From an optimization exercise on the open Yosys and OpenROAD flow, aimed at small area, a short achievable clock period and few clock cycles per item; shortcuts taken in it are not production practice.
No run shown here included a check of the RTL's function; only the layout flow was run.
Power and IR drop assume default switching activity.

## config.mk

```make
export PLATFORM = sky130hd
export DESIGN_NAME = nn_mac_array
export DESIGN_NICKNAME = nn_mac_array
export VERILOG_FILES = /design/flow/design.v
export SDC_FILE = /design/flow/constraint.sdc
export NUM_CORES = 4
export LEC_CHECK = 0
export CAP_MARGIN = 20
export CORE_MARGIN = 2
export CORE_UTILIZATION = 40
export SETUP_SLACK_MARGIN = 4.5
export SLEW_MARGIN = 20
```

## constraint.sdc

```tcl
create_clock -name core_clock -period 8.0 [get_ports {clk}]
set_input_delay 1.6000 -clock core_clock [delete_from_list [all_inputs] [get_ports {clk}]]
set_output_delay 1.6000 -clock core_clock [all_outputs]
set_load 0.01 [all_outputs]
```

## design.v

```verilog
module nn_mac_array #(
    parameter int LANES  = 4,
    parameter int DWIDTH = 16,
    parameter int FRAC   = 8,
    parameter int AWIDTH = 40,
    parameter int CWIDTH = 16
) (
    input  logic                    clk,
    input  logic                    rst_n,
    input  logic                    s_valid,
    output logic                    s_ready,
    input  logic                    s_last,
    input  logic [DWIDTH-1:0]       s_x,
    input  logic [LANES*DWIDTH-1:0] s_w,
    input  logic [LANES*DWIDTH-1:0] s_bias,
    input  logic                    relu_en,
    output logic                    m_valid,
    input  logic                    m_ready,
    output logic [LANES*DWIDTH-1:0] m_data,
    output logic [LANES-1:0]        m_ovf,
    output logic [CWIDTH-1:0]       m_count,
    output logic                    busy
);
    localparam logic [AWIDTH-1:0] M0 = 40'h7fffffff;
    localparam logic [AWIDTH-1:0] M1 = 40'h7ffffffd;
    localparam logic [AWIDTH-1:0] K0 = 40'hff80000000;
    localparam logic [AWIDTH-1:0] K1 = 40'h0;
    localparam logic [AWIDTH-1:0] RND = AWIDTH'(1) << (FRAC-1);
    logic s_hs;
    assign s_hs = s_valid & s_ready;
    assign busy = ~s_ready;
    logic [7:0]              enc_one, enc_two, enc_neg;
    logic [7:0]              x_one, x_two, x_neg;
    logic [7:0]              x_one_n, x_two_n, x_neg_n;
    logic [LANES*DWIDTH-1:0] w0;
    logic [DWIDTH-1:0]       b0 [LANES];
    logic                    bc0 [LANES];
    logic                    v0, l0, relu0;
    always_comb begin
        for (int j = 0; j < 8; j++) begin
            logic lo, mid, hi;
            lo  = (j == 0) ? 1'b0 : s_x[2*j-1];
            mid = s_x[2*j];
            hi  = s_x[2*j+1];
            enc_one[j] = s_hs & (mid ^ lo);
            enc_two[j] = s_hs & ((hi & ~mid & ~lo) | (~hi & mid & lo));
            enc_neg[j] = s_hs & hi;
        end
    end
    always_ff @(posedge clk) begin
        x_one   <= enc_one;
        x_two   <= enc_two;
        x_neg   <= enc_neg;
        x_one_n <= ~enc_one;
        x_two_n <= ~enc_two;
        x_neg_n <= ~enc_neg;
        w0      <= s_w;
        for (int i = 0; i < LANES; i++) begin
            logic [DWIDTH-1:0] bg;
            logic [5:0]        mid;
            bg     = (s_hs & s_last) ? s_bias[i*DWIDTH +: DWIDTH] : '0;
            mid    = {1'b0, bg[10:6]} + {5'b0, enc_neg[7]};
            b0[i]  <= {bg[15:11], mid[4:0], bg[5:0]};
            bc0[i] <= mid[5];
        end
        l0    <= s_last;
        relu0 <= relu_en;
    end
    logic                v1, l1, relu1;
    logic [AWIDTH-1:0]   t0_q [LANES];
    logic [AWIDTH-1:0]   t1_q [LANES];
    for (genvar i = 0; i < LANES; i++) begin : g_tree
        logic [AWIDTH-1:0] t0, t1;
        nn_mac_lane_tree u_tree (
            .one (i[0] ? ~x_one_n : x_one),
            .two (i[0] ? ~x_two_n : x_two),
            .neg (i[0] ? ~x_neg_n : x_neg),
            .w   (w0[i*DWIDTH +: DWIDTH]),
            .b   (b0[i]),
            .bc  (bc0[i]),
            .r0  (t0),
            .r1  (t1)
        );
        always_ff @(posedge clk) begin
            t0_q[i] <= t0;
            t1_q[i] <= t1;
        end
    end
    always_ff @(posedge clk) begin
        l1    <= l0;
        relu1 <= relu0;
    end
    logic                a_fin, a_init, a_relu;
    logic [CWIDTH-1:0]   a_cnt;
    logic [AWIDTH-1:0]   acc_q [LANES];
    logic                fin, out_free, done, relu_f;
    logic [CWIDTH-1:0]   cnt_f;
    logic [AWIDTH-1:0]   sum [LANES];
    logic [LANES-1:0]    all0, all1;
    assign fin      = (v1 & l1) | a_fin;         
    assign out_free = ~m_valid | m_ready;
    assign done     = fin & out_free;             
    assign relu_f   = v1 ? relu1 : a_relu;
    assign cnt_f    = v1 ? (a_cnt + {{(CWIDTH-1){1'b0}}, ~&a_cnt}) : a_cnt;
    logic [AWIDTH-1:0] add_a [LANES];
    logic [AWIDTH-1:0] add_b [LANES];
    logic [AWIDTH-1:0] add_s [LANES];
    for (genvar i = 0; i < LANES; i++) begin : g_add
        logic [AWIDTH-1:0] y0, y1;
        assign y0       = (t0_q[i] & M0) | K0;
        assign y1       = (t1_q[i] & M1) | K1;
        assign add_a[i] = acc_q[i] ^ y0 ^ y1;
        assign add_b[i] = ((acc_q[i] & y0) | (acc_q[i] & y1) | (y0 & y1)) << 1;
        nn_mac_add u_add (.a(add_a[i]), .b(add_b[i]), .s(add_s[i]));
    end
    always_comb begin
        for (int i = 0; i < LANES; i++) begin
            logic [AWIDTH-1:0] p, q;
            p      = add_a[i];
            q      = add_b[i];
            sum[i] = add_s[i];
            begin
                logic ok0, ok1;
                ok0 = 1'b1;
                ok1 = 1'b1;
                for (int k = FRAC+DWIDTH; k < AWIDTH; k++) begin
                    ok0 &= ~((p[k] ^ q[k]) ^ (p[k-1] | q[k-1]));
                    ok1 &=  ((p[k] ^ q[k]) ^ (p[k-1] & q[k-1]));
                end
                all0[i] = ok0 & ~sum[i][FRAC+DWIDTH-1];
                all1[i] = ok1 &  sum[i][FRAC+DWIDTH-1];
            end
        end
    end
    always_ff @(posedge clk) begin
        a_relu <= relu_f;
        a_cnt  <= (done | a_init) ? '0 : cnt_f;
        for (int i = 0; i < LANES; i++)
            acc_q[i] <= (done | a_init) ? RND : sum[i];
    end
    always_ff @(posedge clk) begin
        if (done) begin
            m_count <= cnt_f;
            for (int i = 0; i < LANES; i++) begin
                logic ovf, neg;
                logic [DWIDTH-1:0] r;
                ovf = ~(all0[i] | all1[i]);
                neg = sum[i][AWIDTH-1];
                r   = ovf ? {neg, {(DWIDTH-1){~neg}}} : sum[i][FRAC +: DWIDTH];
                if (relu_f && r[DWIDTH-1]) r = '0;
                m_data[i*DWIDTH +: DWIDTH] <= r;
                m_ovf[i] <= ovf;
            end
        end
    end
    logic       a_fin_d, m_valid_d;
    logic [2:0] closed_d;
    assign a_fin_d   = fin & ~out_free;
    assign m_valid_d = done | (m_valid & ~m_ready);
    assign closed_d  = {2'b0, s_hs & s_last} + {2'b0, v0 & l0} + {2'b0, a_fin_d} + {2'b0, m_valid_d};
    always_ff @(posedge clk or negedge rst_n) begin
        if (!rst_n) begin
            s_ready <= 1'b0;
            v0      <= 1'b0;
            v1      <= 1'b0;
            a_fin   <= 1'b0;
            a_init  <= 1'b1;
            m_valid <= 1'b0;
        end else begin
            s_ready <= (closed_d <= 3'd1);
            v0      <= s_hs;
            v1      <= v0;
            a_fin   <= a_fin_d;
            a_init  <= 1'b0;
            m_valid <= m_valid_d;
        end
    end
endmodule
module nn_mac_lane_tree (
    input  logic [7:0]  one, two, neg,
    input  logic [15:0] w,
    input  logic [15:0] b,
    input  logic        bc,
    output logic [39:0] r0, r1
);
    wire pp1 = (one[0] & w[0]) ^ neg[0];
    wire pp2 = ((one[0] & w[1]) | (two[0] & w[0])) ^ neg[0];
    wire pp3 = ((one[0] & w[2]) | (two[0] & w[1])) ^ neg[0];
    wire pp4 = ((one[0] & w[3]) | (two[0] & w[2])) ^ neg[0];
    wire pp5 = ((one[0] & w[4]) | (two[0] & w[3])) ^ neg[0];
    wire pp6 = ((one[0] & w[5]) | (two[0] & w[4])) ^ neg[0];
    wire pp7 = ((one[0] & w[6]) | (two[0] & w[5])) ^ neg[0];
    wire pp8 = ((one[0] & w[7]) | (two[0] & w[6])) ^ neg[0];
    wire pp9 = ((one[0] & w[8]) | (two[0] & w[7])) ^ neg[0];
    wire pp10 = ((one[0] & w[9]) | (two[0] & w[8])) ^ neg[0];
    wire pp11 = ((one[0] & w[10]) | (two[0] & w[9])) ^ neg[0];
    wire pp12 = ((one[0] & w[11]) | (two[0] & w[10])) ^ neg[0];
    wire pp13 = ((one[0] & w[12]) | (two[0] & w[11])) ^ neg[0];
    wire pp14 = ((one[0] & w[13]) | (two[0] & w[12])) ^ neg[0];
    wire pp15 = ((one[0] & w[14]) | (two[0] & w[13])) ^ neg[0];
    wire pp16 = ((one[0] & w[15]) | (two[0] & w[14])) ^ neg[0];
    wire pp17 = ((one[0] | two[0]) & w[15]) ^ neg[0];
    wire pn18 = ~pp17;
    wire pp19 = (one[1] & w[0]) ^ neg[1];
    wire pp20 = ((one[1] & w[1]) | (two[1] & w[0])) ^ neg[1];
    wire pp21 = ((one[1] & w[2]) | (two[1] & w[1])) ^ neg[1];
    wire pp22 = ((one[1] & w[3]) | (two[1] & w[2])) ^ neg[1];
    wire pp23 = ((one[1] & w[4]) | (two[1] & w[3])) ^ neg[1];
    wire pp24 = ((one[1] & w[5]) | (two[1] & w[4])) ^ neg[1];
    wire pp25 = ((one[1] & w[6]) | (two[1] & w[5])) ^ neg[1];
    wire pp26 = ((one[1] & w[7]) | (two[1] & w[6])) ^ neg[1];
    wire pp27 = ((one[1] & w[8]) | (two[1] & w[7])) ^ neg[1];
    wire pp28 = ((one[1] & w[9]) | (two[1] & w[8])) ^ neg[1];
    wire pp29 = ((one[1] & w[10]) | (two[1] & w[9])) ^ neg[1];
    wire pp30 = ((one[1] & w[11]) | (two[1] & w[10])) ^ neg[1];
    wire pp31 = ((one[1] & w[12]) | (two[1] & w[11])) ^ neg[1];
    wire pp32 = ((one[1] & w[13]) | (two[1] & w[12])) ^ neg[1];
    wire pp33 = ((one[1] & w[14]) | (two[1] & w[13])) ^ neg[1];
    wire pp34 = ((one[1] & w[15]) | (two[1] & w[14])) ^ neg[1];
    wire pp35 = ~(((one[1] | two[1]) & w[15]) ^ neg[1]);
    wire pp36 = (one[2] & w[0]) ^ neg[2];
    wire pp37 = ((one[2] & w[1]) | (two[2] & w[0])) ^ neg[2];
    wire pp38 = ((one[2] & w[2]) | (two[2] & w[1])) ^ neg[2];
    wire pp39 = ((one[2] & w[3]) | (two[2] & w[2])) ^ neg[2];
    wire pp40 = ((one[2] & w[4]) | (two[2] & w[3])) ^ neg[2];
    wire pp41 = ((one[2] & w[5]) | (two[2] & w[4])) ^ neg[2];
    wire pp42 = ((one[2] & w[6]) | (two[2] & w[5])) ^ neg[2];
    wire pp43 = ((one[2] & w[7]) | (two[2] & w[6])) ^ neg[2];
    wire pp44 = ((one[2] & w[8]) | (two[2] & w[7])) ^ neg[2];
    wire pp45 = ((one[2] & w[9]) | (two[2] & w[8])) ^ neg[2];
    wire pp46 = ((one[2] & w[10]) | (two[2] & w[9])) ^ neg[2];
    wire pp47 = ((one[2] & w[11]) | (two[2] & w[10])) ^ neg[2];
    wire pp48 = ((one[2] & w[12]) | (two[2] & w[11])) ^ neg[2];
    wire pp49 = ((one[2] & w[13]) | (two[2] & w[12])) ^ neg[2];
    wire pp50 = ((one[2] & w[14]) | (two[2] & w[13])) ^ neg[2];
    wire pp51 = ((one[2] & w[15]) | (two[2] & w[14])) ^ neg[2];
    wire pp52 = ~(((one[2] | two[2]) & w[15]) ^ neg[2]);
    wire pp53 = (one[3] & w[0]) ^ neg[3];
    wire pp54 = ((one[3] & w[1]) | (two[3] & w[0])) ^ neg[3];
    wire pp55 = ((one[3] & w[2]) | (two[3] & w[1])) ^ neg[3];
    wire pp56 = ((one[3] & w[3]) | (two[3] & w[2])) ^ neg[3];
    wire pp57 = ((one[3] & w[4]) | (two[3] & w[3])) ^ neg[3];
    wire pp58 = ((one[3] & w[5]) | (two[3] & w[4])) ^ neg[3];
    wire pp59 = ((one[3] & w[6]) | (two[3] & w[5])) ^ neg[3];
    wire pp60 = ((one[3] & w[7]) | (two[3] & w[6])) ^ neg[3];
    wire pp61 = ((one[3] & w[8]) | (two[3] & w[7])) ^ neg[3];
    wire pp62 = ((one[3] & w[9]) | (two[3] & w[8])) ^ neg[3];
    wire pp63 = ((one[3] & w[10]) | (two[3] & w[9])) ^ neg[3];
    wire pp64 = ((one[3] & w[11]) | (two[3] & w[10])) ^ neg[3];
    wire pp65 = ((one[3] & w[12]) | (two[3] & w[11])) ^ neg[3];
    wire pp66 = ((one[3] & w[13]) | (two[3] & w[12])) ^ neg[3];
    wire pp67 = ((one[3] & w[14]) | (two[3] & w[13])) ^ neg[3];
    wire pp68 = ((one[3] & w[15]) | (two[3] & w[14])) ^ neg[3];
    wire pp69 = ~(((one[3] | two[3]) & w[15]) ^ neg[3]);
    wire pp70 = (one[4] & w[0]) ^ neg[4];
    wire pp71 = ((one[4] & w[1]) | (two[4] & w[0])) ^ neg[4];
    wire pp72 = ((one[4] & w[2]) | (two[4] & w[1])) ^ neg[4];
    wire pp73 = ((one[4] & w[3]) | (two[4] & w[2])) ^ neg[4];
    wire pp74 = ((one[4] & w[4]) | (two[4] & w[3])) ^ neg[4];
    wire pp75 = ((one[4] & w[5]) | (two[4] & w[4])) ^ neg[4];
    wire pp76 = ((one[4] & w[6]) | (two[4] & w[5])) ^ neg[4];
    wire pp77 = ((one[4] & w[7]) | (two[4] & w[6])) ^ neg[4];
    wire pp78 = ((one[4] & w[8]) | (two[4] & w[7])) ^ neg[4];
    wire pp79 = ((one[4] & w[9]) | (two[4] & w[8])) ^ neg[4];
    wire pp80 = ((one[4] & w[10]) | (two[4] & w[9])) ^ neg[4];
    wire pp81 = ((one[4] & w[11]) | (two[4] & w[10])) ^ neg[4];
    wire pp82 = ((one[4] & w[12]) | (two[4] & w[11])) ^ neg[4];
    wire pp83 = ((one[4] & w[13]) | (two[4] & w[12])) ^ neg[4];
    wire pp84 = ((one[4] & w[14]) | (two[4] & w[13])) ^ neg[4];
    wire pp85 = ((one[4] & w[15]) | (two[4] & w[14])) ^ neg[4];
    wire pp86 = ~(((one[4] | two[4]) & w[15]) ^ neg[4]);
    wire pp87 = (one[5] & w[0]) ^ neg[5];
    wire pp88 = ((one[5] & w[1]) | (two[5] & w[0])) ^ neg[5];
    wire pp89 = ((one[5] & w[2]) | (two[5] & w[1])) ^ neg[5];
    wire pp90 = ((one[5] & w[3]) | (two[5] & w[2])) ^ neg[5];
    wire pp91 = ((one[5] & w[4]) | (two[5] & w[3])) ^ neg[5];
    wire pp92 = ((one[5] & w[5]) | (two[5] & w[4])) ^ neg[5];
    wire pp93 = ((one[5] & w[6]) | (two[5] & w[5])) ^ neg[5];
    wire pp94 = ((one[5] & w[7]) | (two[5] & w[6])) ^ neg[5];
    wire pp95 = ((one[5] & w[8]) | (two[5] & w[7])) ^ neg[5];
    wire pp96 = ((one[5] & w[9]) | (two[5] & w[8])) ^ neg[5];
    wire pp97 = ((one[5] & w[10]) | (two[5] & w[9])) ^ neg[5];
    wire pp98 = ((one[5] & w[11]) | (two[5] & w[10])) ^ neg[5];
    wire pp99 = ((one[5] & w[12]) | (two[5] & w[11])) ^ neg[5];
    wire pp100 = ((one[5] & w[13]) | (two[5] & w[12])) ^ neg[5];
    wire pp101 = ((one[5] & w[14]) | (two[5] & w[13])) ^ neg[5];
    wire pp102 = ((one[5] & w[15]) | (two[5] & w[14])) ^ neg[5];
    wire pp103 = ~(((one[5] | two[5]) & w[15]) ^ neg[5]);
    wire pp104 = (one[6] & w[0]) ^ neg[6];
    wire pp105 = ((one[6] & w[1]) | (two[6] & w[0])) ^ neg[6];
    wire pp106 = ((one[6] & w[2]) | (two[6] & w[1])) ^ neg[6];
    wire pp107 = ((one[6] & w[3]) | (two[6] & w[2])) ^ neg[6];
    wire pp108 = ((one[6] & w[4]) | (two[6] & w[3])) ^ neg[6];
    wire pp109 = ((one[6] & w[5]) | (two[6] & w[4])) ^ neg[6];
    wire pp110 = ((one[6] & w[6]) | (two[6] & w[5])) ^ neg[6];
    wire pp111 = ((one[6] & w[7]) | (two[6] & w[6])) ^ neg[6];
    wire pp112 = ((one[6] & w[8]) | (two[6] & w[7])) ^ neg[6];
    wire pp113 = ((one[6] & w[9]) | (two[6] & w[8])) ^ neg[6];
    wire pp114 = ((one[6] & w[10]) | (two[6] & w[9])) ^ neg[6];
    wire pp115 = ((one[6] & w[11]) | (two[6] & w[10])) ^ neg[6];
    wire pp116 = ((one[6] & w[12]) | (two[6] & w[11])) ^ neg[6];
    wire pp117 = ((one[6] & w[13]) | (two[6] & w[12])) ^ neg[6];
    wire pp118 = ((one[6] & w[14]) | (two[6] & w[13])) ^ neg[6];
    wire pp119 = ((one[6] & w[15]) | (two[6] & w[14])) ^ neg[6];
    wire pp120 = ~(((one[6] | two[6]) & w[15]) ^ neg[6]);
    wire pp121 = (one[7] & w[0]) ^ neg[7];
    wire pp122 = ((one[7] & w[1]) | (two[7] & w[0])) ^ neg[7];
    wire pp123 = ((one[7] & w[2]) | (two[7] & w[1])) ^ neg[7];
    wire pp124 = ((one[7] & w[3]) | (two[7] & w[2])) ^ neg[7];
    wire pp125 = ((one[7] & w[4]) | (two[7] & w[3])) ^ neg[7];
    wire pp126 = ((one[7] & w[5]) | (two[7] & w[4])) ^ neg[7];
    wire pp127 = ((one[7] & w[6]) | (two[7] & w[5])) ^ neg[7];
    wire pp128 = ((one[7] & w[7]) | (two[7] & w[6])) ^ neg[7];
    wire pp129 = ((one[7] & w[8]) | (two[7] & w[7])) ^ neg[7];
    wire pp130 = ((one[7] & w[9]) | (two[7] & w[8])) ^ neg[7];
    wire pp131 = ((one[7] & w[10]) | (two[7] & w[9])) ^ neg[7];
    wire pp132 = ((one[7] & w[11]) | (two[7] & w[10])) ^ neg[7];
    wire pp133 = ((one[7] & w[12]) | (two[7] & w[11])) ^ neg[7];
    wire pp134 = ((one[7] & w[13]) | (two[7] & w[12])) ^ neg[7];
    wire pp135 = ((one[7] & w[14]) | (two[7] & w[13])) ^ neg[7];
    wire pp136 = ((one[7] & w[15]) | (two[7] & w[14])) ^ neg[7];
    wire pp137 = ~(((one[7] | two[7]) & w[15]) ^ neg[7]);
    wire bn138 = ~b[15];
    wire hs139 = pp9 ^ pp25;
    wire hc140 = pp9 & pp25;
    wire hs141 = pp10 ^ pp26;
    wire hc142 = pp10 & pp26;
    wire ft143 = pp11 ^ pp27;
    wire fs144 = ft143 ^ pp42;
    wire fc145 = (pp11 & pp27) | (ft143 & pp42);
    wire hs146 = pp57 ^ pp72;
    wire hc147 = pp57 & pp72;
    wire ft148 = pp12 ^ pp28;
    wire fs149 = ft148 ^ pp43;
    wire fc150 = (pp12 & pp28) | (ft148 & pp43);
    wire hs151 = pp58 ^ pp73;
    wire hc152 = pp58 & pp73;
    wire ft153 = pp13 ^ pp29;
    wire fs154 = ft153 ^ pp44;
    wire fc155 = (pp13 & pp29) | (ft153 & pp44);
    wire ft156 = pp59 ^ pp74;
    wire fs157 = ft156 ^ pp89;
    wire fc158 = (pp59 & pp74) | (ft156 & pp89);
    wire hs159 = pp104 ^ neg[6];
    wire hc160 = pp104 & neg[6];
    wire ft161 = pp14 ^ pp30;
    wire fs162 = ft161 ^ pp45;
    wire fc163 = (pp14 & pp30) | (ft161 & pp45);
    wire ft164 = pp60 ^ pp75;
    wire fs165 = ft164 ^ pp90;
    wire fc166 = (pp60 & pp75) | (ft164 & pp90);
    wire hs167 = pp105 ^ b[5];
    wire hc168 = pp105 & b[5];
    wire ft169 = pp15 ^ pp31;
    wire fs170 = ft169 ^ pp46;
    wire fc171 = (pp15 & pp31) | (ft169 & pp46);
    wire ft172 = pp61 ^ pp76;
    wire fs173 = ft172 ^ pp91;
    wire fc174 = (pp61 & pp76) | (ft172 & pp91);
    wire ft175 = pp106 ^ pp121;
    wire fs176 = ft175 ^ b[6];
    wire fc177 = (pp106 & pp121) | (ft175 & b[6]);
    wire ft178 = pp16 ^ pp32;
    wire fs179 = ft178 ^ pp47;
    wire fc180 = (pp16 & pp32) | (ft178 & pp47);
    wire ft181 = pp62 ^ pp77;
    wire fs182 = ft181 ^ pp92;
    wire fc183 = (pp62 & pp77) | (ft181 & pp92);
    wire ft184 = pp107 ^ pp122;
    wire fs185 = ft184 ^ b[7];
    wire fc186 = (pp107 & pp122) | (ft184 & b[7]);
    wire ft187 = pp17 ^ pp33;
    wire fs188 = ft187 ^ pp48;
    wire fc189 = (pp17 & pp33) | (ft187 & pp48);
    wire ft190 = pp63 ^ pp78;
    wire fs191 = ft190 ^ pp93;
    wire fc192 = (pp63 & pp78) | (ft190 & pp93);
    wire ft193 = pp108 ^ pp123;
    wire fs194 = ft193 ^ b[8];
    wire fc195 = (pp108 & pp123) | (ft193 & b[8]);
    wire ft196 = pp17 ^ pp34;
    wire fs197 = ft196 ^ pp49;
    wire fc198 = (pp17 & pp34) | (ft196 & pp49);
    wire ft199 = pp64 ^ pp79;
    wire fs200 = ft199 ^ pp94;
    wire fc201 = (pp64 & pp79) | (ft199 & pp94);
    wire ft202 = pp109 ^ pp124;
    wire fs203 = ft202 ^ b[9];
    wire fc204 = (pp109 & pp124) | (ft202 & b[9]);
    wire ft205 = pn18 ^ pp35;
    wire fs206 = ft205 ^ pp50;
    wire fc207 = (pn18 & pp35) | (ft205 & pp50);
    wire ft208 = pp65 ^ pp80;
    wire fs209 = ft208 ^ pp95;
    wire fc210 = (pp65 & pp80) | (ft208 & pp95);
    wire ft211 = pp110 ^ pp125;
    wire fs212 = ft211 ^ b[10];
    wire fc213 = (pp110 & pp125) | (ft211 & b[10]);
    wire ft214 = pp51 ^ pp66;
    wire fs215 = ft214 ^ pp81;
    wire fc216 = (pp51 & pp66) | (ft214 & pp81);
    wire ft217 = pp96 ^ pp111;
    wire fs218 = ft217 ^ pp126;
    wire fc219 = (pp96 & pp111) | (ft217 & pp126);
    wire fs220 = ~(b[11] ^ bc);
    wire fc221 = b[11] | bc;
    wire ft222 = pp52 ^ pp67;
    wire fs223 = ft222 ^ pp82;
    wire fc224 = (pp52 & pp67) | (ft222 & pp82);
    wire ft225 = pp97 ^ pp112;
    wire fs226 = ft225 ^ pp127;
    wire fc227 = (pp97 & pp112) | (ft225 & pp127);
    wire ft228 = pp68 ^ pp83;
    wire fs229 = ft228 ^ pp98;
    wire fc230 = (pp68 & pp83) | (ft228 & pp98);
    wire hs231 = pp113 ^ pp128;
    wire hc232 = pp113 & pp128;
    wire ft233 = pp69 ^ pp84;
    wire fs234 = ft233 ^ pp99;
    wire fc235 = (pp69 & pp84) | (ft233 & pp99);
    wire hs236 = pp7 ^ pp23;
    wire hc237 = pp7 & pp23;
    wire hs238 = pp8 ^ pp24;
    wire hc239 = pp8 & pp24;
    wire ft240 = hs139 ^ pp40;
    wire fs241 = ft240 ^ pp55;
    wire fc242 = (hs139 & pp40) | (ft240 & pp55);
    wire hs243 = pp70 ^ neg[4];
    wire hc244 = pp70 & neg[4];
    wire ft245 = hs141 ^ pp41;
    wire fs246 = ft245 ^ pp56;
    wire fc247 = (hs141 & pp41) | (ft245 & pp56);
    wire ft248 = pp71 ^ b[1];
    wire fs249 = ft248 ^ hc140;
    wire fc250 = (pp71 & b[1]) | (ft248 & hc140);
    wire ft251 = fs144 ^ hs146;
    wire fs252 = ft251 ^ pp87;
    wire fc253 = (fs144 & hs146) | (ft251 & pp87);
    wire ft254 = neg[5] ^ b[2];
    wire fs255 = ft254 ^ hc142;
    wire fc256 = (neg[5] & b[2]) | (ft254 & hc142);
    wire ft257 = fs149 ^ hs151;
    wire fs258 = ft257 ^ pp88;
    wire fc259 = (fs149 & hs151) | (ft257 & pp88);
    wire ft260 = b[3] ^ fc145;
    wire fs261 = ft260 ^ hc147;
    wire fc262 = (b[3] & fc145) | (ft260 & hc147);
    wire ft263 = fs154 ^ fs157;
    wire fs264 = ft263 ^ hs159;
    wire fc265 = (fs154 & fs157) | (ft263 & hs159);
    wire ft266 = b[4] ^ fc150;
    wire fs267 = ft266 ^ hc152;
    wire fc268 = (b[4] & fc150) | (ft266 & hc152);
    wire ft269 = fs162 ^ fs165;
    wire fs270 = ft269 ^ hs167;
    wire fc271 = (fs162 & fs165) | (ft269 & hs167);
    wire ft272 = fc155 ^ fc158;
    wire fs273 = ft272 ^ hc160;
    wire fc274 = (fc155 & fc158) | (ft272 & hc160);
    wire ft275 = fs170 ^ fs173;
    wire fs276 = ft275 ^ fs176;
    wire fc277 = (fs170 & fs173) | (ft275 & fs176);
    wire ft278 = fc163 ^ fc166;
    wire fs279 = ft278 ^ hc168;
    wire fc280 = (fc163 & fc166) | (ft278 & hc168);
    wire ft281 = fs179 ^ fs182;
    wire fs282 = ft281 ^ fs185;
    wire fc283 = (fs179 & fs182) | (ft281 & fs185);
    wire ft284 = fc171 ^ fc174;
    wire fs285 = ft284 ^ fc177;
    wire fc286 = (fc171 & fc174) | (ft284 & fc177);
    wire ft287 = fs188 ^ fs191;
    wire fs288 = ft287 ^ fs194;
    wire fc289 = (fs188 & fs191) | (ft287 & fs194);
    wire ft290 = fc180 ^ fc183;
    wire fs291 = ft290 ^ fc186;
    wire fc292 = (fc180 & fc183) | (ft290 & fc186);
    wire ft293 = fs197 ^ fs200;
    wire fs294 = ft293 ^ fs203;
    wire fc295 = (fs197 & fs200) | (ft293 & fs203);
    wire ft296 = fc189 ^ fc192;
    wire fs297 = ft296 ^ fc195;
    wire fc298 = (fc189 & fc192) | (ft296 & fc195);
    wire ft299 = fs206 ^ fs209;
    wire fs300 = ft299 ^ fs212;
    wire fc301 = (fs206 & fs209) | (ft299 & fs212);
    wire ft302 = fc198 ^ fc201;
    wire fs303 = ft302 ^ fc204;
    wire fc304 = (fc198 & fc201) | (ft302 & fc204);
    wire ft305 = fs215 ^ fs218;
    wire fs306 = ft305 ^ fs220;
    wire fc307 = (fs215 & fs218) | (ft305 & fs220);
    wire ft308 = fc207 ^ fc210;
    wire fs309 = ft308 ^ fc213;
    wire fc310 = (fc207 & fc210) | (ft308 & fc213);
    wire ft311 = fs223 ^ fs226;
    wire fs312 = ft311 ^ b[12];
    wire fc313 = (fs223 & fs226) | (ft311 & b[12]);
    wire ft314 = fc216 ^ fc219;
    wire fs315 = ft314 ^ fc221;
    wire fc316 = (fc216 & fc219) | (ft314 & fc221);
    wire ft317 = fs229 ^ hs231;
    wire fs318 = ft317 ^ b[13];
    wire fc319 = (fs229 & hs231) | (ft317 & b[13]);
    wire fs320 = ~(fc224 ^ fc227);
    wire fc321 = fc224 | fc227;
    wire ft322 = fs234 ^ pp114;
    wire fs323 = ft322 ^ pp129;
    wire fc324 = (fs234 & pp114) | (ft322 & pp129);
    wire ft325 = b[14] ^ fc230;
    wire fs326 = ft325 ^ hc232;
    wire fc327 = (b[14] & fc230) | (ft325 & hc232);
    wire ft328 = pp85 ^ pp100;
    wire fs329 = ft328 ^ pp115;
    wire fc330 = (pp85 & pp100) | (ft328 & pp115);
    wire ft331 = pp130 ^ bn138;
    wire fs332 = ft331 ^ fc235;
    wire fc333 = (pp130 & bn138) | (ft331 & fc235);
    wire ft334 = pp86 ^ pp101;
    wire fs335 = ft334 ^ pp116;
    wire fc336 = (pp86 & pp101) | (ft334 & pp116);
    wire hs337 = pp102 ^ pp117;
    wire hc338 = pp102 & pp117;
    wire hs339 = pp5 ^ pp21;
    wire hc340 = pp5 & pp21;
    wire hs341 = pp6 ^ pp22;
    wire hc342 = pp6 & pp22;
    wire ft343 = hs236 ^ pp38;
    wire fs344 = ft343 ^ pp53;
    wire fc345 = (hs236 & pp38) | (ft343 & pp53);
    wire ft346 = hs238 ^ pp39;
    wire fs347 = ft346 ^ pp54;
    wire fc348 = (hs238 & pp39) | (ft346 & pp54);
    wire ft349 = fs241 ^ hs243;
    wire fs350 = ft349 ^ b[0];
    wire fc351 = (fs241 & hs243) | (ft349 & b[0]);
    wire ft352 = fs246 ^ fs249;
    wire fs353 = ft352 ^ fc242;
    wire fc354 = (fs246 & fs249) | (ft352 & fc242);
    wire ft355 = fs252 ^ fs255;
    wire fs356 = ft355 ^ fc247;
    wire fc357 = (fs252 & fs255) | (ft355 & fc247);
    wire ft358 = fs258 ^ fs261;
    wire fs359 = ft358 ^ fc253;
    wire fc360 = (fs258 & fs261) | (ft358 & fc253);
    wire ft361 = fs264 ^ fs267;
    wire fs362 = ft361 ^ fc259;
    wire fc363 = (fs264 & fs267) | (ft361 & fc259);
    wire ft364 = fs270 ^ fs273;
    wire fs365 = ft364 ^ fc265;
    wire fc366 = (fs270 & fs273) | (ft364 & fc265);
    wire ft367 = fs276 ^ fs279;
    wire fs368 = ft367 ^ fc271;
    wire fc369 = (fs276 & fs279) | (ft367 & fc271);
    wire ft370 = fs282 ^ fs285;
    wire fs371 = ft370 ^ fc277;
    wire fc372 = (fs282 & fs285) | (ft370 & fc277);
    wire ft373 = fs288 ^ fs291;
    wire fs374 = ft373 ^ fc283;
    wire fc375 = (fs288 & fs291) | (ft373 & fc283);
    wire ft376 = fs294 ^ fs297;
    wire fs377 = ft376 ^ fc289;
    wire fc378 = (fs294 & fs297) | (ft376 & fc289);
    wire ft379 = fs300 ^ fs303;
    wire fs380 = ft379 ^ fc295;
    wire fc381 = (fs300 & fs303) | (ft379 & fc295);
    wire ft382 = fs306 ^ fs309;
    wire fs383 = ft382 ^ fc301;
    wire fc384 = (fs306 & fs309) | (ft382 & fc301);
    wire ft385 = fs312 ^ fs315;
    wire fs386 = ft385 ^ fc307;
    wire fc387 = (fs312 & fs315) | (ft385 & fc307);
    wire ft388 = fs318 ^ fs320;
    wire fs389 = ft388 ^ fc313;
    wire fc390 = (fs318 & fs320) | (ft388 & fc313);
    wire ft391 = fs323 ^ fs326;
    wire fs392 = ft391 ^ fc319;
    wire fc393 = (fs323 & fs326) | (ft391 & fc319);
    wire ft394 = fs329 ^ fs332;
    wire fs395 = ft394 ^ fc324;
    wire fc396 = (fs329 & fs332) | (ft394 & fc324);
    wire ft397 = fs335 ^ pp131;
    wire fs398 = ft397 ^ fc330;
    wire fc399 = (fs335 & pp131) | (ft397 & fc330);
    wire ft400 = hs337 ^ pp132;
    wire fs401 = ft400 ^ fc336;
    wire fc402 = (hs337 & pp132) | (ft400 & fc336);
    wire ft403 = pp103 ^ pp118;
    wire fs404 = ft403 ^ pp133;
    wire fc405 = (pp103 & pp118) | (ft403 & pp133);
    wire hs406 = pp119 ^ pp134;
    wire hc407 = pp119 & pp134;
    wire hs408 = pp3 ^ pp19;
    wire hc409 = pp3 & pp19;
    wire hs410 = pp4 ^ pp20;
    wire hc411 = pp4 & pp20;
    wire ft412 = hs339 ^ pp36;
    wire fs413 = ft412 ^ neg[2];
    wire fc414 = (hs339 & pp36) | (ft412 & neg[2]);
    wire ft415 = hs341 ^ pp37;
    wire fs416 = ft415 ^ hc340;
    wire fc417 = (hs341 & pp37) | (ft415 & hc340);
    wire ft418 = fs344 ^ neg[3];
    wire fs419 = ft418 ^ hc342;
    wire fc420 = (fs344 & neg[3]) | (ft418 & hc342);
    wire ft421 = fs347 ^ hc237;
    wire fs422 = ft421 ^ fc345;
    wire fc423 = (fs347 & hc237) | (ft421 & fc345);
    wire ft424 = fs350 ^ hc239;
    wire fs425 = ft424 ^ fc348;
    wire fc426 = (fs350 & hc239) | (ft424 & fc348);
    wire ft427 = fs353 ^ hc244;
    wire fs428 = ft427 ^ fc351;
    wire fc429 = (fs353 & hc244) | (ft427 & fc351);
    wire ft430 = fs356 ^ fc250;
    wire fs431 = ft430 ^ fc354;
    wire fc432 = (fs356 & fc250) | (ft430 & fc354);
    wire ft433 = fs359 ^ fc256;
    wire fs434 = ft433 ^ fc357;
    wire fc435 = (fs359 & fc256) | (ft433 & fc357);
    wire ft436 = fs362 ^ fc262;
    wire fs437 = ft436 ^ fc360;
    wire fc438 = (fs362 & fc262) | (ft436 & fc360);
    wire ft439 = fs365 ^ fc268;
    wire fs440 = ft439 ^ fc363;
    wire fc441 = (fs365 & fc268) | (ft439 & fc363);
    wire ft442 = fs368 ^ fc274;
    wire fs443 = ft442 ^ fc366;
    wire fc444 = (fs368 & fc274) | (ft442 & fc366);
    wire ft445 = fs371 ^ fc280;
    wire fs446 = ft445 ^ fc369;
    wire fc447 = (fs371 & fc280) | (ft445 & fc369);
    wire ft448 = fs374 ^ fc286;
    wire fs449 = ft448 ^ fc372;
    wire fc450 = (fs374 & fc286) | (ft448 & fc372);
    wire ft451 = fs377 ^ fc292;
    wire fs452 = ft451 ^ fc375;
    wire fc453 = (fs377 & fc292) | (ft451 & fc375);
    wire ft454 = fs380 ^ fc298;
    wire fs455 = ft454 ^ fc378;
    wire fc456 = (fs380 & fc298) | (ft454 & fc378);
    wire ft457 = fs383 ^ fc304;
    wire fs458 = ft457 ^ fc381;
    wire fc459 = (fs383 & fc304) | (ft457 & fc381);
    wire ft460 = fs386 ^ fc310;
    wire fs461 = ft460 ^ fc384;
    wire fc462 = (fs386 & fc310) | (ft460 & fc384);
    wire ft463 = fs389 ^ fc316;
    wire fs464 = ft463 ^ fc387;
    wire fc465 = (fs389 & fc316) | (ft463 & fc387);
    wire ft466 = fs392 ^ fc321;
    wire fs467 = ft466 ^ fc390;
    wire fc468 = (fs392 & fc321) | (ft466 & fc390);
    wire ft469 = fs395 ^ fc327;
    wire fs470 = ft469 ^ fc393;
    wire fc471 = (fs395 & fc327) | (ft469 & fc393);
    wire ft472 = fs398 ^ fc333;
    wire fs473 = ft472 ^ fc396;
    wire fc474 = (fs398 & fc333) | (ft472 & fc396);
    wire fs475 = ~(fs401 ^ fc399);
    wire fc476 = fs401 | fc399;
    wire ft477 = fs404 ^ hc338;
    wire fs478 = ft477 ^ fc402;
    wire fc479 = (fs404 & hc338) | (ft477 & fc402);
    wire fs480 = ~(hs406 ^ fc405);
    wire fc481 = hs406 | fc405;
    wire ft482 = pp120 ^ pp135;
    wire fs483 = ft482 ^ hc407;
    wire fc484 = (pp120 & pp135) | (ft482 & hc407);
    wire fn485 = ~pp136;
    assign r0[0] = pp1;
    assign r0[1] = pp2;
    assign r0[2] = hs408;
    assign r0[3] = hs410;
    assign r0[4] = fs413;
    assign r0[5] = fs416;
    assign r0[6] = fs419;
    assign r0[7] = fs422;
    assign r0[8] = fs425;
    assign r0[9] = fs428;
    assign r0[10] = fs431;
    assign r0[11] = fs434;
    assign r0[12] = fs437;
    assign r0[13] = fs440;
    assign r0[14] = fs443;
    assign r0[15] = fs446;
    assign r0[16] = fs449;
    assign r0[17] = fs452;
    assign r0[18] = fs455;
    assign r0[19] = fs458;
    assign r0[20] = fs461;
    assign r0[21] = fs464;
    assign r0[22] = fs467;
    assign r0[23] = fs470;
    assign r0[24] = fs473;
    assign r0[25] = fs475;
    assign r0[26] = fs478;
    assign r0[27] = fs480;
    assign r0[28] = fs483;
    assign r0[29] = fn485;
    assign r0[30] = pp137;
    assign r0[31] = 1'b1;
    assign r0[32] = 1'b1;
    assign r0[33] = 1'b1;
    assign r0[34] = 1'b1;
    assign r0[35] = 1'b1;
    assign r0[36] = 1'b1;
    assign r0[37] = 1'b1;
    assign r0[38] = 1'b1;
    assign r0[39] = 1'b1;
    assign r1[0] = neg[0];
    assign r1[1] = 1'b0;
    assign r1[2] = neg[1];
    assign r1[3] = hc409;
    assign r1[4] = hc411;
    assign r1[5] = fc414;
    assign r1[6] = fc417;
    assign r1[7] = fc420;
    assign r1[8] = fc423;
    assign r1[9] = fc426;
    assign r1[10] = fc429;
    assign r1[11] = fc432;
    assign r1[12] = fc435;
    assign r1[13] = fc438;
    assign r1[14] = fc441;
    assign r1[15] = fc444;
    assign r1[16] = fc447;
    assign r1[17] = fc450;
    assign r1[18] = fc453;
    assign r1[19] = fc456;
    assign r1[20] = fc459;
    assign r1[21] = fc462;
    assign r1[22] = fc465;
    assign r1[23] = fc468;
    assign r1[24] = fc471;
    assign r1[25] = fc474;
    assign r1[26] = fc476;
    assign r1[27] = fc479;
    assign r1[28] = fc481;
    assign r1[29] = fc484;
    assign r1[30] = pp136;
    assign r1[31] = 1'b0;
    assign r1[32] = 1'b0;
    assign r1[33] = 1'b0;
    assign r1[34] = 1'b0;
    assign r1[35] = 1'b0;
    assign r1[36] = 1'b0;
    assign r1[37] = 1'b0;
    assign r1[38] = 1'b0;
    assign r1[39] = 1'b0;
endmodule
module nn_mac_add (
    input  logic [39:0] a, b,
    output logic [39:0] s
);
    logic [39:0] g0, p0;
    assign g0 = a & b;
    assign p0 = a ^ b;
    wire g1_1 = g0[1] | (p0[1] & g0[0]);
    wire g1_3 = g0[3] | (p0[3] & g0[2]);
    wire p1_3 = p0[3] & p0[2];
    wire g1_5 = g0[5] | (p0[5] & g0[4]);
    wire p1_5 = p0[5] & p0[4];
    wire g1_7 = g0[7] | (p0[7] & g0[6]);
    wire p1_7 = p0[7] & p0[6];
    wire g1_9 = g0[9] | (p0[9] & g0[8]);
    wire p1_9 = p0[9] & p0[8];
    wire g1_11 = g0[11] | (p0[11] & g0[10]);
    wire p1_11 = p0[11] & p0[10];
    wire g1_13 = g0[13] | (p0[13] & g0[12]);
    wire p1_13 = p0[13] & p0[12];
    wire g1_15 = g0[15] | (p0[15] & g0[14]);
    wire p1_15 = p0[15] & p0[14];
    wire g1_17 = g0[17] | (p0[17] & g0[16]);
    wire p1_17 = p0[17] & p0[16];
    wire g1_19 = g0[19] | (p0[19] & g0[18]);
    wire p1_19 = p0[19] & p0[18];
    wire g1_21 = g0[21] | (p0[21] & g0[20]);
    wire p1_21 = p0[21] & p0[20];
    wire g1_23 = g0[23] | (p0[23] & g0[22]);
    wire p1_23 = p0[23] & p0[22];
    wire g1_25 = g0[25] | (p0[25] & g0[24]);
    wire p1_25 = p0[25] & p0[24];
    wire g1_27 = g0[27] | (p0[27] & g0[26]);
    wire p1_27 = p0[27] & p0[26];
    wire g1_29 = g0[29] | (p0[29] & g0[28]);
    wire p1_29 = p0[29] & p0[28];
    wire g1_31 = g0[31] | (p0[31] & g0[30]);
    wire p1_31 = p0[31] & p0[30];
    wire g1_33 = g0[33] | (p0[33] & g0[32]);
    wire p1_33 = p0[33] & p0[32];
    wire g1_35 = g0[35] | (p0[35] & g0[34]);
    wire p1_35 = p0[35] & p0[34];
    wire g1_37 = g0[37] | (p0[37] & g0[36]);
    wire p1_37 = p0[37] & p0[36];
    wire g1_39 = g0[39] | (p0[39] & g0[38]);
    wire p1_39 = p0[39] & p0[38];
    wire g2_2 = g0[2] | (p0[2] & g1_1);
    wire g2_3 = g1_3 | (p1_3 & g1_1);
    wire g2_6 = g0[6] | (p0[6] & g1_5);
    wire p2_6 = p0[6] & p1_5;
    wire g2_7 = g1_7 | (p1_7 & g1_5);
    wire p2_7 = p1_7 & p1_5;
    wire g2_10 = g0[10] | (p0[10] & g1_9);
    wire p2_10 = p0[10] & p1_9;
    wire g2_11 = g1_11 | (p1_11 & g1_9);
    wire p2_11 = p1_11 & p1_9;
    wire g2_14 = g0[14] | (p0[14] & g1_13);
    wire p2_14 = p0[14] & p1_13;
    wire g2_15 = g1_15 | (p1_15 & g1_13);
    wire p2_15 = p1_15 & p1_13;
    wire g2_18 = g0[18] | (p0[18] & g1_17);
    wire p2_18 = p0[18] & p1_17;
    wire g2_19 = g1_19 | (p1_19 & g1_17);
    wire p2_19 = p1_19 & p1_17;
    wire g2_22 = g0[22] | (p0[22] & g1_21);
    wire p2_22 = p0[22] & p1_21;
    wire g2_23 = g1_23 | (p1_23 & g1_21);
    wire p2_23 = p1_23 & p1_21;
    wire g2_26 = g0[26] | (p0[26] & g1_25);
    wire p2_26 = p0[26] & p1_25;
    wire g2_27 = g1_27 | (p1_27 & g1_25);
    wire p2_27 = p1_27 & p1_25;
    wire g2_30 = g0[30] | (p0[30] & g1_29);
    wire p2_30 = p0[30] & p1_29;
    wire g2_31 = g1_31 | (p1_31 & g1_29);
    wire p2_31 = p1_31 & p1_29;
    wire g2_34 = g0[34] | (p0[34] & g1_33);
    wire p2_34 = p0[34] & p1_33;
    wire g2_35 = g1_35 | (p1_35 & g1_33);
    wire p2_35 = p1_35 & p1_33;
    wire g2_38 = g0[38] | (p0[38] & g1_37);
    wire p2_38 = p0[38] & p1_37;
    wire g2_39 = g1_39 | (p1_39 & g1_37);
    wire p2_39 = p1_39 & p1_37;
    wire g3_4 = g0[4] | (p0[4] & g2_3);
    wire g3_5 = g1_5 | (p1_5 & g2_3);
    wire g3_6 = g2_6 | (p2_6 & g2_3);
    wire g3_7 = g2_7 | (p2_7 & g2_3);
    wire g3_12 = g0[12] | (p0[12] & g2_11);
    wire p3_12 = p0[12] & p2_11;
    wire g3_13 = g1_13 | (p1_13 & g2_11);
    wire p3_13 = p1_13 & p2_11;
    wire g3_14 = g2_14 | (p2_14 & g2_11);
    wire p3_14 = p2_14 & p2_11;
    wire g3_15 = g2_15 | (p2_15 & g2_11);
    wire p3_15 = p2_15 & p2_11;
    wire g3_20 = g0[20] | (p0[20] & g2_19);
    wire p3_20 = p0[20] & p2_19;
    wire g3_21 = g1_21 | (p1_21 & g2_19);
    wire p3_21 = p1_21 & p2_19;
    wire g3_22 = g2_22 | (p2_22 & g2_19);
    wire p3_22 = p2_22 & p2_19;
    wire g3_23 = g2_23 | (p2_23 & g2_19);
    wire p3_23 = p2_23 & p2_19;
    wire g3_28 = g0[28] | (p0[28] & g2_27);
    wire p3_28 = p0[28] & p2_27;
    wire g3_29 = g1_29 | (p1_29 & g2_27);
    wire p3_29 = p1_29 & p2_27;
    wire g3_30 = g2_30 | (p2_30 & g2_27);
    wire p3_30 = p2_30 & p2_27;
    wire g3_31 = g2_31 | (p2_31 & g2_27);
    wire p3_31 = p2_31 & p2_27;
    wire g3_36 = g0[36] | (p0[36] & g2_35);
    wire p3_36 = p0[36] & p2_35;
    wire g3_37 = g1_37 | (p1_37 & g2_35);
    wire p3_37 = p1_37 & p2_35;
    wire g3_38 = g2_38 | (p2_38 & g2_35);
    wire p3_38 = p2_38 & p2_35;
    wire g3_39 = g2_39 | (p2_39 & g2_35);
    wire p3_39 = p2_39 & p2_35;
    wire g4_8 = g0[8] | (p0[8] & g3_7);
    wire g4_9 = g1_9 | (p1_9 & g3_7);
    wire g4_10 = g2_10 | (p2_10 & g3_7);
    wire g4_11 = g2_11 | (p2_11 & g3_7);
    wire g4_12 = g3_12 | (p3_12 & g3_7);
    wire g4_13 = g3_13 | (p3_13 & g3_7);
    wire g4_14 = g3_14 | (p3_14 & g3_7);
    wire g4_15 = g3_15 | (p3_15 & g3_7);
    wire g4_24 = g0[24] | (p0[24] & g3_23);
    wire p4_24 = p0[24] & p3_23;
    wire g4_25 = g1_25 | (p1_25 & g3_23);
    wire p4_25 = p1_25 & p3_23;
    wire g4_26 = g2_26 | (p2_26 & g3_23);
    wire p4_26 = p2_26 & p3_23;
    wire g4_27 = g2_27 | (p2_27 & g3_23);
    wire p4_27 = p2_27 & p3_23;
    wire g4_28 = g3_28 | (p3_28 & g3_23);
    wire p4_28 = p3_28 & p3_23;
    wire g4_29 = g3_29 | (p3_29 & g3_23);
    wire p4_29 = p3_29 & p3_23;
    wire g4_30 = g3_30 | (p3_30 & g3_23);
    wire p4_30 = p3_30 & p3_23;
    wire g4_31 = g3_31 | (p3_31 & g3_23);
    wire p4_31 = p3_31 & p3_23;
    wire g5_16 = g0[16] | (p0[16] & g4_15);
    wire g5_17 = g1_17 | (p1_17 & g4_15);
    wire g5_18 = g2_18 | (p2_18 & g4_15);
    wire g5_19 = g2_19 | (p2_19 & g4_15);
    wire g5_20 = g3_20 | (p3_20 & g4_15);
    wire g5_21 = g3_21 | (p3_21 & g4_15);
    wire g5_22 = g3_22 | (p3_22 & g4_15);
    wire g5_23 = g3_23 | (p3_23 & g4_15);
    wire g5_24 = g4_24 | (p4_24 & g4_15);
    wire g5_25 = g4_25 | (p4_25 & g4_15);
    wire g5_26 = g4_26 | (p4_26 & g4_15);
    wire g5_27 = g4_27 | (p4_27 & g4_15);
    wire g5_28 = g4_28 | (p4_28 & g4_15);
    wire g5_29 = g4_29 | (p4_29 & g4_15);
    wire g5_30 = g4_30 | (p4_30 & g4_15);
    wire g5_31 = g4_31 | (p4_31 & g4_15);
    wire g6_32 = g0[32] | (p0[32] & g5_31);
    wire g6_33 = g1_33 | (p1_33 & g5_31);
    wire g6_34 = g2_34 | (p2_34 & g5_31);
    wire g6_35 = g2_35 | (p2_35 & g5_31);
    wire g6_36 = g3_36 | (p3_36 & g5_31);
    wire g6_37 = g3_37 | (p3_37 & g5_31);
    wire g6_38 = g3_38 | (p3_38 & g5_31);
    wire g6_39 = g3_39 | (p3_39 & g5_31);
    assign s = p0 ^ {g6_38, g6_37, g6_36, g6_35, g6_34, g6_33, g6_32, g5_31, g5_30, g5_29, g5_28, g5_27, g5_26, g5_25, g5_24, g5_23, g5_22, g5_21, g5_20, g5_19, g5_18, g5_17, g5_16, g4_15, g4_14, g4_13, g4_12, g4_11, g4_10, g4_9, g4_8, g3_7, g3_6, g3_5, g3_4, g2_3, g2_2, g1_1, g0[0], 1'b0};
endmodule
```

## run.sh

```bash
#!/bin/bash
# synth_recipe.tcl (not shown) runs the flow's synth.tcl, then flattens the netlist and writes it again
# the make line also repeats each setting of config.mk as NAME=value (left out here)
make -C /OpenROAD-flow-scripts/flow DESIGN_CONFIG=/design/flow/config.mk WORK_HOME=/design/flow/orfs CLKGATE_MAP_FILE= SYNTH_SCRIPT=/design/flow/synth_recipe.tcl finish
```

==> results of run 1 <==
cell families after synthesis:
logic type,share of synthesized area (%)
buf+inv,7.48
simple gates,6.15
xor+xnor,14.0
flops,29.8
compound gates,11.2
other cells,0.00759
mux,0.248
fa+ha+maj,31.1
where the power goes:
group	internal [W]	switching (W)
logic	0.00820	0.0104
clock network	0.00232	0.00159
registers	0.00488	0.000738
total	0.0154	0.0127
routing by layer:
metal / vias to the layer above / part of all wire [%] / global-route usage (%)
met2: 1572 / 42 / 31.4
met1: 17100 / 45 / 31.6
li1: 15800 / - / -
met4: 0 / 2.8 / 6.91
met3: 252 / 10 / 5.58
met5: - / 0 / 0
layout make-up:
cell class	instances	area [sq um]	area share (%)
Tap cell	1625	2030	3.47
Clock buffer	111	2400	4.10
Sequential cell	691	14900	25.4
Multi-Input combinational cell	3118	31900	54.5
Clock inverter	36	429	0.733
Antenna cell	1	2.50	0.00427
Timing Repair Buffer	404	4380	7.49
Inverter	641	2540	4.34
cell usage in the layout, fill, tap and decap left out, types with 13 or more instances in the layout:
| cell | synthesis | routed |
|---|---|---|
| dfxtp_1 | 601 | 534 |
| ha_1 | 311 | 276 |
| fa_1 | 573 | 565 |
| ha_4 | 0 | 29 |
| a21oi_1 | 72 | 62 |
| o21a_1 | 13 | 13 |
| o22ai_1 | 242 | 242 |
| xor2_1 | 344 | 344 |
| clkinv_2 | 0 | 15 |
| buf_6 | 2 | 19 |
| buf_12 | 1 | 31 |
| nand4_1 | 40 | 40 |
| edfxtp_1 | 84 | 84 |
| o21ai_0 | 96 | 81 |
| clkinvlp_4 | 0 | 31 |
| clkbuf_8 | 0 | 16 |
| dfxtp_2 | 0 | 42 |
| clkbuf_16 | 0 | 94 |
| xnor2_1 | 443 | 441 |
| buf_4 | 1 | 95 |
| nor2_1 | 204 | 201 |
| nand2_1 | 137 | 136 |
| a21o_1 | 21 | 21 |
| inv_1 | 635 | 606 |
| nor3_1 | 24 | 19 |
| o21ai_2 | 20 | 27 |
| and2_1 | 87 | 86 |
| a22oi_1 | 240 | 239 |
| clkdlybuf4s50_1 | 0 | 236 |
| dfxtp_4 | 0 | 25 |
| nand3_1 | 33 | 33 |
through the flow:
step	hold WS (ns)	cells	util [%]	worst slack, ns	area, sq um
floorplan	0.310	4776	-	4.50	49400
global placement	0.315	6357	43.3	3.69	52900
detailed placement	0.316	6357	43.3	3.68	52900
CTS	0.332	6564	46.7	4.37	57000
global route	0.333	6626	47.9	4.21	58500
finish	0.331	6627	47.9	4.28	58500
path summary, 6_finish.rpt:
kind	slack, ns	start	to
min	0.33	relu0	relu1
min reg2reg	0.33	relu0	relu1
max	4.28	g_add[3].y0[21]	m_data[53]
max reg2reg	4.28	g_add[3].y0[21]	m_data[53]
max in group asynchronous	6.51	rst_n	a_init
min in group asynchronous	1.20	rst_n	m_valid
sequential cells by signal, summed over array words and instances, names as in the netlist, 16 cells and up:
signal,cells
m_count,16
g_add.y0,124
w0,64
a_cnt,16
b0,64
m_data,64
acc_q,160
g_add.y1,116
what timing repair did:
item                                    in CTS  in global routing
gates cloned                                 2                  6
buffers inserted                            58                 56
endpoints found under the setup margin     189                160
gates resized for setup                    166                182
pin swaps                                   39                 53
==> results.py, run 1 <==
metrics = {
    "run_status": {
        "outcome": "no timing/DRC/antenna violations",
    },
    "synth": {
        "ys.flop_type": "dfxtp_1",
        "yosys_warnings": 18,
        "post-synth-top-area-fraction_pct": 24.4,
        "yosys.cell_count.top_type": "inv_1",
        "syn-num-nets": 5810,
        "postSynth.asyncResetShare_pct": 0.868,
        "ys_seq_elements": 691,
        "synth-edff-count": 84,
        "syn_inst": 4776,
        "synth-seq-area-share_pct": 29.8,
        "synth.cell_area_sq_um": 49400,
        "avg_cell_area_syn_sq_um": 10.3,
        "yosys-top-cells-area": "dfxtp_1 (24%), fa_1 (23%), ha_1 (7.9%), xnor2_1 (7.9%), xor2_1 (6.1%)",
        "netlist_top_cells_count": "inv_1 (635), dfxtp_1 (601), fa_1 (573), xnor2_1 (443), xor2_1 (344)",
        "synth.lib_cells_used.distinct": 97,
        "synth_top_area_cell": "dfxtp_1",
    },
    "finish": {
        "share_of_final_layout_standard_cells_stronger_than_drive_strength_1_pct": 11.8,
        "area_growth_pct": 18.6,
        "nNetsFinal": 5970,
        "nFillCells": 11100,
    },
    "clock_tree": {
        "cts_h_tree_depth": 3,
        "clkSlewWorstSetupHoldPaths_ns": 0.07,
        "clockBufferDepth": 3,
        "tritoncts.num_buffers": 80,
        "ctsHoldBuffers": 0,
        "clk_latency_ns": 0.68,
        "cts.root.buffer_cell": "clkbuf_16",
        "tritoncts": "yes",
        "cts.sink_count": 691,
    },
    "sta": {
        "fin_worst_skew_ns": 0.0624,
        "post-route-period-util_pct": 46.5,
        "maxSlewViolCount": 0,
        "rsz_0062_raised_after_global_routing": "yes",
        "fmaxAchievable_mhz": 269,
        "timing.final.hold_violations": 0,
        "final.min_clock_period_ns": 3.72,
        "worst_slew_pin_slew_ns": 0.919,
        "slew-limit-headroom_pct": 37.2,
        "setup_violations": 0,
        "totalNegativeSetupSlack_ns": 0,
    },
    "grt": {
        "first_global_vias": 35700,
        "track_usage_pct": 21.7,
        "grt_first_pass_wirelength_microns": 212000,
        "overflow": 0,
        "grt_max_degree": 60,
        "grt_antenna_before_repair": 6,
    },
    "floorplan": {
        "ioPinCount": 237,
        "fp.dieArea_sq_um": 126000,
        "floorplan.core_area_sq_um": 122000,
        "rows": 128,
        "initial_core_utilization_pct": 40.4,
        "die_h_microns": 355,
        "die_x_microns": 355,
    },
    "flow_run": {
        "max-cap-violations": 0,
    },
    "worst_setup_path": {
        "critical_path_class": "reg2reg",
        "critical_path.endpoint_type": "flip-flop",
        "cp_data_arrival_time_ns": 4.11,
        "cp.depth": 14,
        "start_kind": "flip-flop",
        "critical_path_top_delay_cell": "fa_1",
        "crit_buf_inv": 3,
        "cpPeakStageDelay_ns": 0.57,
        "worst-endpoint-required_ns": 8.39,
        "timing.critical_path.mode_cell": "a21oi_2",
        "worst_reg_to_reg_cells": 14,
        "crit_path_max_fanout": 4,
        "crit_chain": "fa_1 -> ha_4 -> a21o_1 -> a221oi_2 -> a21oi_2 -> buf_4 -> o21a_1 -> o311a_1 -> o2111ai_2 -> a21oi_2 -> o21ai_4 -> buf_12 -> buf_16 -> o21ai_2",
        "timing.critical_path.max_delay_family": "compound AO/OA/AOI/OAI gates",
    },
    "place": {
        "gpl.final_weighted_congestion": 0.870,
        "dp_hpwl_microns": 97200,
        "placement.io_buffers": 236,
    },
    "routing": {
        "dr.first_iter.drc_count": 2745,
        "drcViolationCount": 0,
        "first_pass_iteration_count_of_the_detailed_router": 6,
        "routed_via_density": 5.25,
        "post_drt_wl_per_cell_microns": 21.4,
        "num_vias": 34800,
        "ant_nets": 0,
        "drt-total-wl_microns": 142000,
    },
    "power": {
        "p_per_area_nw_per_um2": 480,
        "power_leakage_nw": 23.8,
        "report.power.total_w": 0.0281,
        "irDropWorstVdd_uv": 229,
    },
    "worst_hold_path": {
        "hp-class": "reg2reg",
        "hold_depth": 0,
    },
}
==> inputs of run 2 (changes only) <==
--- a/config.mk
+++ b/config.mk
@@ -8,5 +8,5 @@
 export CAP_MARGIN = 20
 export CORE_MARGIN = 2
 export CORE_UTILIZATION = 40
-export SETUP_SLACK_MARGIN = 4.5
+export SETUP_SLACK_MARGIN = 4.2
 export SLEW_MARGIN = 20
==> results.py, run 2 <==
metrics = {
    "routing": {
        "drcViolationCount": 0,
        "ant_nets": 0,
        "dr.first_iter.drc_count": 2803,
        "post_drt_wl_per_cell_microns": 20.9,
        "first_pass_iteration_count_of_the_detailed_router": 6,
        "num_vias": 34400,
        "drt-total-wl_microns": 137000,
        "routed_via_density": 5.26,
    },
    "sta": {
        "maxSlewViolCount": 0,
        "post-route-period-util_pct": 46.6,
        "timing.final.hold_violations": 0,
        "worst_slew_pin_slew_ns": 0.928,
        "fin_worst_skew_ns": 0.0290,
        "rsz_0062_raised_after_global_routing": "yes",
        "timing.final.ws_setup_ns": 4.27,
        "fmaxAchievable_mhz": 268,
        "slew-limit-headroom_pct": 36.6,
        "final.min_clock_period_ns": 3.73,
        "totalNegativeSetupSlack_ns": 0,
        "setup_violations": 0,
    },
    "synth": {
        "netlist_top_cells_count": "inv_1 (635), dfxtp_1 (601), fa_1 (573), xnor2_1 (443), xor2_1 (344)",
        "yosys.cell_count.top_type": "inv_1",
        "synth-seq-area-share_pct": 29.8,
        "syn_inst": 4776,
        "ys_seq_elements": 691,
        "postSynth.asyncResetShare_pct": 0.868,
        "post-synth-top-area-fraction_pct": 24.4,
        "yosys_warnings": 18,
        "synth_top_area_cell": "dfxtp_1",
        "yosys-top-cells-area": "dfxtp_1 (24%), fa_1 (23%), ha_1 (7.9%), xnor2_1 (7.9%), xor2_1 (6.1%)",
        "synth.lib_cells_used.distinct": 97,
        "syn-num-nets": 5810,
        "avg_cell_area_syn_sq_um": 10.3,
        "ys.flop_type": "dfxtp_1",
        "synth.cell_area_sq_um": 49400,
        "synth-edff-count": 84,
    },
    "clock_tree": {
        "tritoncts.num_buffers": 81,
        "clockBufferDepth": 3,
        "cts.root.buffer_cell": "clkbuf_16",
        "cts.sink_count": 691,
        "clkSlewWorstSetupHoldPaths_ns": 0.07,
        "clk_latency_ns": 0.66,
        "ctsHoldBuffers": 0,
        "tritoncts": "yes",
        "cts_h_tree_depth": 3,
    },
    "place": {
        "dp_hpwl_microns": 97000,
        "gpl.final_weighted_congestion": 0.867,
        "placement.io_buffers": 236,
        "dp_worst_setup_slack_ns": 3.21,
        "place.detailed.instances": 6359,
    },
    "power": {
        "comb_power_share_pct": 64.6,
        "irDropWorstVdd_uv": 270,
        "seq_power_share_pct": 21.2,
        "p_per_area_nw_per_um2": 472,
        "power_frac_clock_pct": 14.2,
        "switching_share_pct": 45.5,
        "total_switching_power_w": 0.0121,
        "power_leakage_nw": 23.1,
        "internal_power_consumption_w": 0.0144,
    },
    "floorplan": {
        "rows": 128,
        "die_x_microns": 355,
        "ioPinCount": 237,
        "fp.dieArea_sq_um": 126000,
        "die_h_microns": 355,
        "initial_core_utilization_pct": 40.4,
        "floorplan.core_area_sq_um": 122000,
    },
    "worst_setup_path": {
        "critical_path_class": "reg2reg",
        "critical_path.endpoint_type": "flip-flop",
        "start_kind": "flip-flop",
        "cp_data_arrival_time_ns": 4.29,
        "worst-endpoint-required_ns": 8.56,
        "crit_path_max_fanout": 16,
    },
    "grt": {
        "overflow": 0,
        "grt_antenna_before_repair": 6,
        "track_usage_pct": 21.6,
        "first_global_vias": 35600,
        "grt_max_degree": 89,
        "grt_first_pass_wirelength_microns": 211000,
    },
    "finish": {
        "most-common-layout-cells": "inv_1 (629), fa_1 (573), dfxtp_1 (571)",
        "final_cell_count_without_fillers": 6537,
        "registers.top_by_ff_count": "acc_q",
        "final_common_cell": "inv_1",
        "nNetsFinal": 5880,
        "area_growth_pct": 13.9,
        "share_of_final_layout_standard_cells_stronger_than_drive_strength_1_pct": 7.27,
        "flip_flop_count_of_the_largest_register_all_copies_and_words_added": 160,
    },
    "worst_hold_path": {
        "hp-class": "reg2reg",
    },
    "run_status": {
        "outcome": "no timing/DRC/antenna violations",
    },
    "flow_run": {
        "max-cap-violations": 0,
    },
}
-- run 2: cell counts after synthesis --
No cell type changed its count.
-- run 2: area by class of cell --
class                      count  area, sq um
fill                       11300        66000
multi-input combinational   3119        31300
sequential                   691        14700
timing repair buffer         312         3050
inverter                     641         2440
clock buffer                 112         2270
tap                         1625         2030
clock inverter                36          409
antenna                        1         2.50
-- run 2: final timing paths --
check / start / end / slack [ns] / depth (start not counted)
worst max-delay path: w0[41] / g_add[2].y0[19] / 4.27 / 9
worst min-delay path: l0 / l1 / 0.35 / 0
worst max register to register: w0[41] / g_add[2].y0[19] / 4.27 / 9
worst min register to register: l0 / l1 / 0.35 / 0
max in group asynchronous: rst_n / a_init / 6.41 / 1
min in group asynchronous: rst_n / s_ready / 1.25 / 1
-- run 2: metal layers --
metal  vias up  share of wire (%)  track usage [%]
met5         -                  0                0
li1      15700                  -                -
met1     16900                 45             31.2
met4         0                2.8             7.17
met2      1526                 42             31.4
met3       226                9.7             5.68
-- run 2: cells by family (layout without fill, tap and decap cells) --
logic type / Yosys count / in the layout / share of synthesized area (%)
AOI/OAI and AO/OA: 811 / 811 / 11.2
xor gates and xnor gates: 788 / 788 / 14.0
and+or+nand+nor: 621 / 624 / 6.15
buffers and inverters: 969 / 1101 / 7.48
DFF: 691 / 691 / 29.8
other: 1 / 2 / 0.00759
muxes: 11 / 11 / 0.248
adders and majority gates: 884 / 884 / 31.1
-- run 2: timing repair --
action,CTS,global route
cloned,2,2
endpoints found under the setup margin,126,117
pin swaps,3,21
gates resized for setup,18,72
setup buffers,7,18
-- run 2: per-stage QoR --
| stage | power, W | cell area (sq um) | hold WS (ns) | utilization (%) |
|---|---|---|---|---|
| floorplan | 0.0176 | 49400 | 0.310 | - |
| global placement | 0.0219 | 52900 | 0.315 | 43.3 |
| detailed placement | 0.0222 | 52900 | 0.317 | 43.3 |
| CTS | 0.0262 | 55700 | 0.347 | 45.6 |
| global route | 0.0292 | 56200 | 0.352 | 46.0 |
| finish | 0.0265 | 56200 | 0.346 | 46.0 |
-- run 2: critical path, stage by stage, from the launching register on --
cell and delay, ns:
dfxtp_1 0.86, a22oi_1 0.23, xor2_1 0.21, fa_1 0.57
inv_1 0.06, fa_1 0.51, inv_1 0.06, fa_1 0.52
fa_1 0.56, inv_1 0.04
-- run 2: power by group through the flow --
| stage | clock (W) | combinational, W | sequential [W] |
|---|---|---|---|
| 5_1_grt | 0.00399 | 0.0195 | 0.00574 |
| 3_5_place_dp | 0 | 0.0165 | 0.00571 |
| 3_3_place_gp | 0 | 0.0162 | 0.00571 |
| 6_report | 0.00376 | 0.0171 | 0.00563 |
| 2_1_floorplan | 0 | 0.0122 | 0.00544 |
| 4_1_cts | 0.00387 | 0.0167 | 0.00565 |

[re-timing with driven ports]
How much do the figures lean on ideal ports? The routed layouts below were timed once more, with nothing changed but the port constraints.
Step 1 (the two cells are an assumption about what drives the block):
set clk [get_ports {clk}]
set_driving_cell -lib_cell sky130_fd_sc_hd__clkbuf_16 $clk
set_driving_cell -lib_cell sky130_fd_sc_hd__buf_2 [delete_from_list [all_inputs] $clk]
Step 2 times the ports against the registers' clock, not the clock port: input delays grow and output delays shrink by t, the midpoint of the rising clock arrivals with the driver on.
Three values: no drivers, after step 1, after step 2; two values: the first two.
run | t, ns | slack for setup (ns) | worst setup path at the end | cell pins on the clock port's net
run 1 | 0.716 | 4.284 / 4.284 / 3.928 | input to register | 1
run 2 | 0.715 | 4.268 / 4.268 / 3.689 | input to register | 1
After both steps every run listed still meets setup and hold. The setup slack of run 2, which loses most, moves by 0.000 ns with the drivers and by -0.579 ns with both steps.
